Source: an optimization exercise on an open RTL-to-GDS flow (aim: a short achievable clock period and few clock cycles). Production flows keep margins and buffers that such runs may drop. Function was checked by simulation only, so behaviour that the tests miss may differ from the original. No activity file was given, so power comes from the tool's default toggle rates.

[flow/run.sh]
#!/bin/bash
# synth_recipe.tcl (not shown) runs the flow's synth.tcl, then flattens the netlist and writes it again
# the make line also repeats each setting of config.mk as NAME=value (left out here)
make -C /OpenROAD-flow-scripts/flow DESIGN_CONFIG=/design/flow/config.mk WORK_HOME=/design/flow/orfs CLKGATE_MAP_FILE= SYNTH_SCRIPT=/design/flow/synth_recipe.tcl finish
[flow/config.mk]
export PLATFORM = sky130hd
export DESIGN_NAME = cache_top
export DESIGN_NICKNAME = cache_top
export VERILOG_FILES = /design/flow/design.v
export SDC_FILE = /design/flow/constraint.sdc
export NUM_CORES = 4
export LEC_CHECK = 0
export CAP_MARGIN = 20
export CORE_MARGIN = 2
export CORE_UTILIZATION = 45
export PLACE_DENSITY = 0.6
export SETUP_SLACK_MARGIN = 2.5
export SLEW_MARGIN = 20
[flow/constraint.sdc]
create_clock -name core_clock -period 6.5 [get_ports {clk}]
set_input_delay 1.3000 -clock core_clock [delete_from_list [all_inputs] [get_ports {clk}]]
set_output_delay 1.3000 -clock core_clock [all_outputs]
set_load 0.01 [all_outputs]
[flow/design.v]
`default_nettype none
package cache_pkg;
	localparam int addr_w = 16;  
	localparam int data_w = 32;
	localparam int offset_w = 2;
	localparam int words_per_line = 1 << offset_w;
	localparam int line_w = data_w * words_per_line;  
	localparam int index_w = 3;
	localparam int sets = 1 << index_w;
	localparam int tag_w = addr_w - index_w - offset_w;
endpackage
`default_nettype wire
`default_nettype none
module cache_control (
	input  wire  clk,
	input  wire  rst,
	input  logic miss,         
	input  logic victim_dirty,
	input  logic mem_ack,
	output logic st_wb,        
	output logic st_rd,        
	output logic fill          
);
	always_ff @(posedge clk) begin : state_reg
		if (rst) begin
			st_wb <= 1'b0;
			st_rd <= 1'b0;
		end else if (st_wb) begin
			if (mem_ack) begin
				st_wb <= 1'b0;
				st_rd <= 1'b1;
			end
		end else if (st_rd) begin
			if (mem_ack)
				st_rd <= 1'b0;
		end else if (miss) begin
			st_wb <= victim_dirty;
			st_rd <= !victim_dirty;
		end
	end
	assign fill = st_rd && mem_ack;
endmodule
`default_nettype wire
`default_nettype none
module cache_datapath (
	input  wire                                             clk,
	input  wire                                             rst,
	input  logic                                            req,
	input  logic                                            cpu_we,
	input  logic [cache_pkg::addr_w-1:0]                    cpu_adr,
	input  logic [cache_pkg::data_w-1:0]                    cpu_dat_w,
	output logic [cache_pkg::data_w-1:0]                    cpu_dat_r,
	input  logic                                            st_wb,
	input  logic                                            st_rd,
	input  logic                                            fill,
	output logic                                            hit,
	output logic                                            victim_dirty,
	output logic [cache_pkg::addr_w-cache_pkg::offset_w-1:0] mem_adr,
	output logic [cache_pkg::line_w-1:0]                    mem_dat_w,
	output logic                                            mem_we,
	input  logic [cache_pkg::line_w-1:0]                    mem_dat_r
);
	localparam int tag_w = cache_pkg::tag_w;
	localparam int sets = cache_pkg::sets;
	localparam int data_w = cache_pkg::data_w;
	localparam int words = cache_pkg::words_per_line;
	logic [tag_w-1:0]             tag_arr [2][sets];
	logic [cache_pkg::line_w-1:0] line_arr [2][sets];
	logic [sets-1:0]              valid_arr [2];
	logic [sets-1:0]              dirty_arr [2];
	logic [sets-1:0]              lru;  
	logic [tag_w-1:0]              req_tag;
	logic [cache_pkg::index_w-1:0] req_index;
	logic [cache_pkg::offset_w-1:0] req_offset;
	logic [sets-1:0]               set_sel;
	logic [sets-1:0]               match0;
	logic [sets-1:0]               match1;
	logic                          hit0;
	logic                          hit1;
	logic                          victim_way;
	logic                          victim_valid;
	logic [tag_w-1:0]              victim_tag;
	logic [data_w-1:0]             word0;
	logic [data_w-1:0]             word1;
	logic [data_w-1:0]             word_mem;
	logic                          idle;
	logic                          wb_now;
	logic [cache_pkg::line_w-1:0]  fill_line;
	assign req_tag = cpu_adr[cache_pkg::addr_w-1 -: tag_w];
	assign req_index = cpu_adr[cache_pkg::offset_w +: cache_pkg::index_w];
	assign req_offset = cpu_adr[cache_pkg::offset_w-1:0];
	assign idle = !st_wb && !st_rd;
	always_comb begin : lookup
		for (int s = 0; s < sets; s++) begin
			set_sel[s] = (req_index == cache_pkg::index_w'(s));
			match0[s] = valid_arr[0][s] && (tag_arr[0][s] == req_tag);
			match1[s] = valid_arr[1][s] && (tag_arr[1][s] == req_tag);
		end
	end
	assign hit0 = |(set_sel & match0);
	assign hit1 = |(set_sel & match1);
	assign hit = hit0 || hit1;
	assign victim_way = lru[req_index];
	assign victim_valid = valid_arr[victim_way][req_index];
	assign victim_dirty = victim_valid && dirty_arr[victim_way][req_index];
	assign victim_tag = tag_arr[victim_way][req_index];
	assign word0 = line_arr[0][req_index][req_offset*data_w +: data_w];
	assign word1 = line_arr[1][req_index][req_offset*data_w +: data_w];
	assign word_mem = mem_dat_r[req_offset*data_w +: data_w];
	assign cpu_dat_r = st_rd ? word_mem : (hit1 ? word1 : word0);
	assign wb_now = st_wb || (idle && victim_dirty);
	assign mem_we = wb_now;
	assign mem_adr = wb_now ? {victim_tag, req_index} : cpu_adr[cache_pkg::addr_w-1:cache_pkg::offset_w];
	assign mem_dat_w = line_arr[victim_way][req_index];
	always_comb begin : fill_merge
		for (int w = 0; w < words; w++) begin
			if (cpu_we && req_offset == cache_pkg::offset_w'(w))
				fill_line[w*data_w +: data_w] = cpu_dat_w;
			else
				fill_line[w*data_w +: data_w] = mem_dat_r[w*data_w +: data_w];
		end
	end
	always_ff @(posedge clk) begin : status_bits
		if (rst) begin
			valid_arr[0] <= '0;
			valid_arr[1] <= '0;
			dirty_arr[0] <= '0;
			dirty_arr[1] <= '0;
			lru <= '0;
		end else if (fill) begin
			valid_arr[victim_way][req_index] <= 1'b1;
			dirty_arr[victim_way][req_index] <= cpu_we;
			lru[req_index] <= !victim_way;
		end else if (req && hit) begin
			if (cpu_we)
				dirty_arr[hit1][req_index] <= 1'b1;
			lru[req_index] <= !hit1;
		end
	end
	always_ff @(posedge clk) begin : storage
		if (fill) begin
			tag_arr[victim_way][req_index] <= req_tag;
			line_arr[victim_way][req_index] <= fill_line;
		end else if (req && hit && cpu_we) begin
			line_arr[hit1][req_index][req_offset*data_w +: data_w] <= cpu_dat_w;
		end
	end
endmodule
`default_nettype wire
`default_nettype none
module cache_top #(
	parameter int index_w = 3
) (
	input  wire                                             clk,
	input  wire                                             rst,
	input  logic                                            cpu_cyc,
	input  logic                                            cpu_stb,
	input  logic                                            cpu_we,
	input  logic [cache_pkg::addr_w-1:0]                    cpu_adr,
	input  logic [cache_pkg::data_w-1:0]                    cpu_dat_w,
	output logic [cache_pkg::data_w-1:0]                    cpu_dat_r,
	output logic                                            cpu_ack,
	output logic                                            mem_cyc,
	output logic                                            mem_stb,
	output logic                                            mem_we,
	output logic [cache_pkg::addr_w-cache_pkg::offset_w-1:0] mem_adr,
	output logic [cache_pkg::line_w-1:0]                    mem_dat_w,
	input  logic [cache_pkg::line_w-1:0]                    mem_dat_r,
	input  logic                                            mem_ack
);
	logic req;
	logic hit;
	logic victim_dirty;
	logic st_wb;
	logic st_rd;
	logic fill;
	assign req = cpu_cyc && cpu_stb;  
	cache_control control_i (
		.clk          (clk),
		.rst          (rst),
		.miss         (req && !hit),
		.victim_dirty (victim_dirty),
		.mem_ack      (mem_ack),
		.st_wb        (st_wb),
		.st_rd        (st_rd),
		.fill         (fill)
	);
	cache_datapath datapath_i (
		.clk          (clk),
		.rst          (rst),
		.req          (req),
		.cpu_we       (cpu_we),
		.cpu_adr      (cpu_adr),
		.cpu_dat_w    (cpu_dat_w),
		.cpu_dat_r    (cpu_dat_r),
		.st_wb        (st_wb),
		.st_rd        (st_rd),
		.fill         (fill),
		.hit          (hit),
		.victim_dirty (victim_dirty),
		.mem_adr      (mem_adr),
		.mem_dat_w    (mem_dat_w),
		.mem_we       (mem_we),
		.mem_dat_r    (mem_dat_r)
	);
	assign cpu_ack = (req && hit) || fill;
	assign mem_cyc = (req && !hit) || st_wb || st_rd;
	assign mem_stb = mem_cyc;
endmodule
`default_nettype wire
==> impl_metrics.yaml <==
yosys:
  yosysTopAreaCellShare_pct: 70.81
  synthesis.area_mm2: 0.09567
  syn_avg_cell_area_um2: 17.44
  synth-seq-area-share_pct: 71.02
  netlist-cell-type-count: 71
  synth.yosys.warnings: 2
  yosysTopAreaCell: "sky130_fd_sc_hd__edfxtp_1"
  synth_async_sr_flop_share_pct: 0
  ys_seq_elements: 2266
  synth_enable_flop_cells: 2256
  postSynthCellCount: 5486
  synth_top_cells_by_area: "sky130_fd_sc_hd__edfxtp_1, sky130_fd_sc_hd__mux4_2, sky130_fd_sc_hd__nand2_1"
  synthesis.nets: 5674
  synth_ff_type: "sky130_fd_sc_hd__edfxtp_1"
sta:
  timing_max_transition_violations_final: 0
  clock.fmax_ghz: 0.1625
  worstMarginPinSlew_ns: 1.249
  final_hold_viol_count: 0
  max_slew_margin_pct: 14.36
  final_min_period_over_clock_period_pct: 94.70
  rsz_0062_raised_after_global_routing: "true"
  setup_tns_ns: 0
  setup-violations-final: 0
  final.setup_skew_ns: 0.05553
  hold_slack_ns: 0.4849
  period_needed_ns: 6.155
clock_tree:
  cts_hold_bufs: 0
  clkLatencyLatePin_ns: 0.88
  tritoncts_sink_count: 2266
  tritoncts.num_buffers: 230
  clock_tree_from_tritoncts: "yes"
  root_buffer: "sky130_fd_sc_hd__clkbuf_16"
  cts.path.max_buffers: 3
  cts-htree-levels: 4
  cts.reportedPaths.clkPinSlew_ns: 0.06
placed_design:
  hpwl_um: 208600
  io_buffers: 359
  gp_congestion: 0.9377
route:
  detail_route.vias_per_cell: 6.551
  drt.antenna.violating_nets: 0
  drt_iter0_drc: 10577
  routed_wirelength_um: 391300
  drc: 0
  dr_total_vias: 64721
  drt_pre_antenna_iters: 8
  avgRoutedWirePerCell_um: 39.61
grt:
  grt.overflow.total: 0
  total_global_route_track_usage_pct: 30.22
  grt_max_degree: 173
  antenna_violations_before_repair: 28
  grt_pass1_vias: 57194
  global_route_wire_length_before_repair_um: 454700
worst_setup_path:
  critPathSlowestCell: "sky130_fd_sc_hd__o211ai_1"
  cp_max_fo: 6
  r2r_cells: 20
  critical_path.max_stage_delay_ns: 0.82
  critPathMostFrequentCell: "sky130_fd_sc_hd__buf_12"
  setup.worst_path.end_class: "output pin"
  criticalPathCategory: "in -> out"
  timing.critical_path.required_ns: 5.20
  cp-start-kind: "input port"
  crit_chain: "buf_12 -> clkinvlp_4 -> ha_4 -> and3b_2 -> nand4_1 -> buf_4 -> nor3_2 -> or4_4 -> nor2_4 -> buf_12 -> buf_12 -> mux2i_1 -> buf_4 -> o211ai_1 -> a41oi_2 -> buf_6 -> buf_2"
  critical_path_arrival_ns: 4.86
die:
  start_util_pct: 45.20
  die_h_um: 465.1
  die_width_um: 465.1
  ioPinCount: 360
  die-area_mm2: 0.2163
  fp.coreArea_mm2: 0.2117
  core.rowCount: 169
cells_and_area:
  area_delta_synth_final_pct: 37.85
  drive_above_1_share_pct: 41.91
  layout.nets: 7034
  filler_cell_count: 14646
power_and_ir_drop:
  vdd_ir_drop_max_mv: 0.2804
  power_leakage_nw: 44.52
  power_w: 0.03307
  p_per_area_mw_per_mm2: 250.7
job:
  cap_violations: 0
worst_hold_path:
  holdPathStages: 2
  min_path_type: "reg -> reg"
run_status:
  status: "finished clean"
what timing repair did:
item                                     CTS  global route
pin swaps                                 85           258
resized for setup                        483          1247
gates cloned                              15           187
endpoints found under the setup margin  4305          3995
setup buffers                            112           407
metrics by stage:
stage	setup WS, ns	util, %	std cells	cell area, µm²
3_3_place_gp	-0.2718	51.39	8714	108800
2_1_floorplan	1.347	-	5486	100700
6_report	0.3446	62.31	9879	131900
3_5_place_dp	-0.2757	51.39	8714	108800
5_1_grt	0.4018	62.30	9866	131900
4_1_cts	0.6390	56.34	9264	119200
state kept, by name (all words and copies together), names as in the netlist:
signal                cells
datapath_i.line_arr    2048
datapath_i.tag_arr      176
datapath_i.dirty_arr     16
datapath_i.valid_arr     16
datapath_i.lru            8
control_i.st_rd           1
control_i.st_wb           1
area by class of cell:
type                            count  area, µm²  area share [%]
Antenna cell                       21      52.55         0.03984
Clock inverter                    149       1420           1.077
Inverter                           22      106.4         0.08064
Sequential cell                  2266      67950           51.52
Clock buffer                      274       5984           4.538
Timing Repair Buffer             1501      20420           15.48
Tap cell                         2821       3530           2.676
Multi-Input combinational cell   2825      32430           24.59
critical path, delay by kind of cell:
kind / cells / cell delay [ns]
mux: 1 / 0.06
simple gates: 5 / 1.11
compound gates: 2 / 1.08
buf+inv: 8 / 1.11
fa+ha+maj: 1 / 0.17
cell usage after synthesis, drive strengths merged (3+ instances only):
| master | number |
|---|---|
| a32o | 23 |
| a31oi | 35 |
| a211o | 5 |
| nor3 | 54 |
| a311o | 4 |
| a311oi | 6 |
| nor2 | 219 |
| or4 | 4 |
| mux4 | 566 |
| clkbuf | 204 |
| xor2 | 99 |
| o21ai | 219 |
| dfxtp | 10 |
| and4 | 6 |
| mux2 | 20 |
| mux2i | 192 |
| nand2b | 3 |
| or3 | 11 |
| o311ai | 29 |
| xnor2 | 77 |
| nor2b | 15 |
| a21oi | 168 |
| nand4 | 40 |
| ha | 6 |
| edfxtp | 2256 |
| and3 | 26 |
| a211oi | 20 |
| o31ai | 22 |
| inv | 20 |
| nand3 | 90 |
| and2 | 66 |
| a2111oi | 14 |
| buf | 171 |
| nor4 | 63 |
| a41oi | 10 |
| a221o | 6 |
| o211ai | 30 |
| nand2 | 655 |
cells in the final DEF (no fill, tap or decap), types with 22 or more instances in the layout:
cell type                         count
sky130_fd_sc_hd__clkdlybuf4s50_1    171
sky130_fd_sc_hd__and2_1              60
sky130_fd_sc_hd__clkbuf_2            48
sky130_fd_sc_hd__buf_12             348
sky130_fd_sc_hd__o21ai_1             35
sky130_fd_sc_hd__mux2i_4             57
sky130_fd_sc_hd__mux2i_2             23
sky130_fd_sc_hd__clkinv_2            43
sky130_fd_sc_hd__nor2_4             119
sky130_fd_sc_hd__buf_2               28
sky130_fd_sc_hd__clkbuf_16          362
sky130_fd_sc_hd__mux4_2             566
sky130_fd_sc_hd__xnor2_1             52
sky130_fd_sc_hd__buf_4              456
sky130_fd_sc_hd__a32o_2              23
sky130_fd_sc_hd__a21oi_1             70
sky130_fd_sc_hd__buf_6              200
sky130_fd_sc_hd__buf_16              52
sky130_fd_sc_hd__nor4_1              38
sky130_fd_sc_hd__nand4_1             40
sky130_fd_sc_hd__xor2_1              73
sky130_fd_sc_hd__buf_8               40
sky130_fd_sc_hd__clkinv_1            67
sky130_fd_sc_hd__bufinv_16           23
sky130_fd_sc_hd__edfxtp_1          2256
sky130_fd_sc_hd__o211ai_1            30
sky130_fd_sc_hd__a21oi_4             85
sky130_fd_sc_hd__nand3_1             66
sky130_fd_sc_hd__o21ai_2             22
sky130_fd_sc_hd__nor3_4              29
sky130_fd_sc_hd__o21ai_0             46
sky130_fd_sc_hd__nor2_1              90
sky130_fd_sc_hd__nand2_1            647
sky130_fd_sc_hd__clkbuf_1            41
sky130_fd_sc_hd__mux2i_1            112
sky130_fd_sc_hd__o21ai_4            117
layer usage:
metal  vias up  track usage, %  routed length (µm)
met5         -               0                 119
met4        10           16.38               27660
met3      1090           5.874               52160
met2      5088           46.82              175100
met1     33755           40.58              136200
li1      24778               -                   -
worst paths after layout:
kind / startpoint / endpoint / slack, ns
worst max register to register: datapath_i.tag_arr[15][7] / datapath_i.line_arr[13][114] / 2.41
worst min-delay path: datapath_i.lru[0] / datapath_i.lru[0] / 0.48
worst min register to register: datapath_i.lru[0] / datapath_i.lru[0] / 0.48
worst max-delay path: cpu_adr[3] / cpu_dat_r[22] / 0.34
kinds of logic (layout without fill, tap and decap cells):
group           count (synthesis)  in the layout  share of synthesized area [%]
xor+xnor                      176            176                          1.611
buf+inv                       397           1946                          1.971
simple gates                 1260           1261                          5.846
mux                           778            778                          15.57
compound gates                603            604                          3.904
fa+ha+maj                       6              6                        0.07847
flops                        2266           2266                          71.02
other cells                     0             21                              0
power by group:
| part | internal [W] | switching (W) | total, W |
|---|---|---|---|
| combinational | 0.00146 | 0.00213 | 0.00359 |
| sequential | 0.0162 | 0.0000203 | 0.0162 |
| clock | 0.00745 | 0.00580 | 0.0133 |
Testbench counts, summed over its fixed seeds: cycles 67,113.

afterwards: timing with drivers on the ports:
The flow's constraints put no driver on any port. The routed layout listed below was extracted and timed again, unchanged, in two steps. Step 1 assumes that a clkbuf_16 drives the clock port and a buf_2 every other input. Step 2 adds t to the input delays and takes it off the output delays; t is the mean of the earliest and latest rising clock arrival at the registers after step 1. Input paths then give back, and output paths get back, about the clock's delay inside the block. a / b / c = ideal ports / drivers / drivers and shift; a / b = the first two.
t (ns): 0.952
setup WS [ns]: 0.345 / 0.264 / 0.264
worst register clock-pin slew, ns: 0.07 / 0.07
worst slew at a driven data input, ns: 0.25
pins driven straight from the clock port: 1
After both steps setup and hold are still met in this run. The setup slack of this run moves by -0.081 ns with the drivers and by -0.081 ns with both steps.
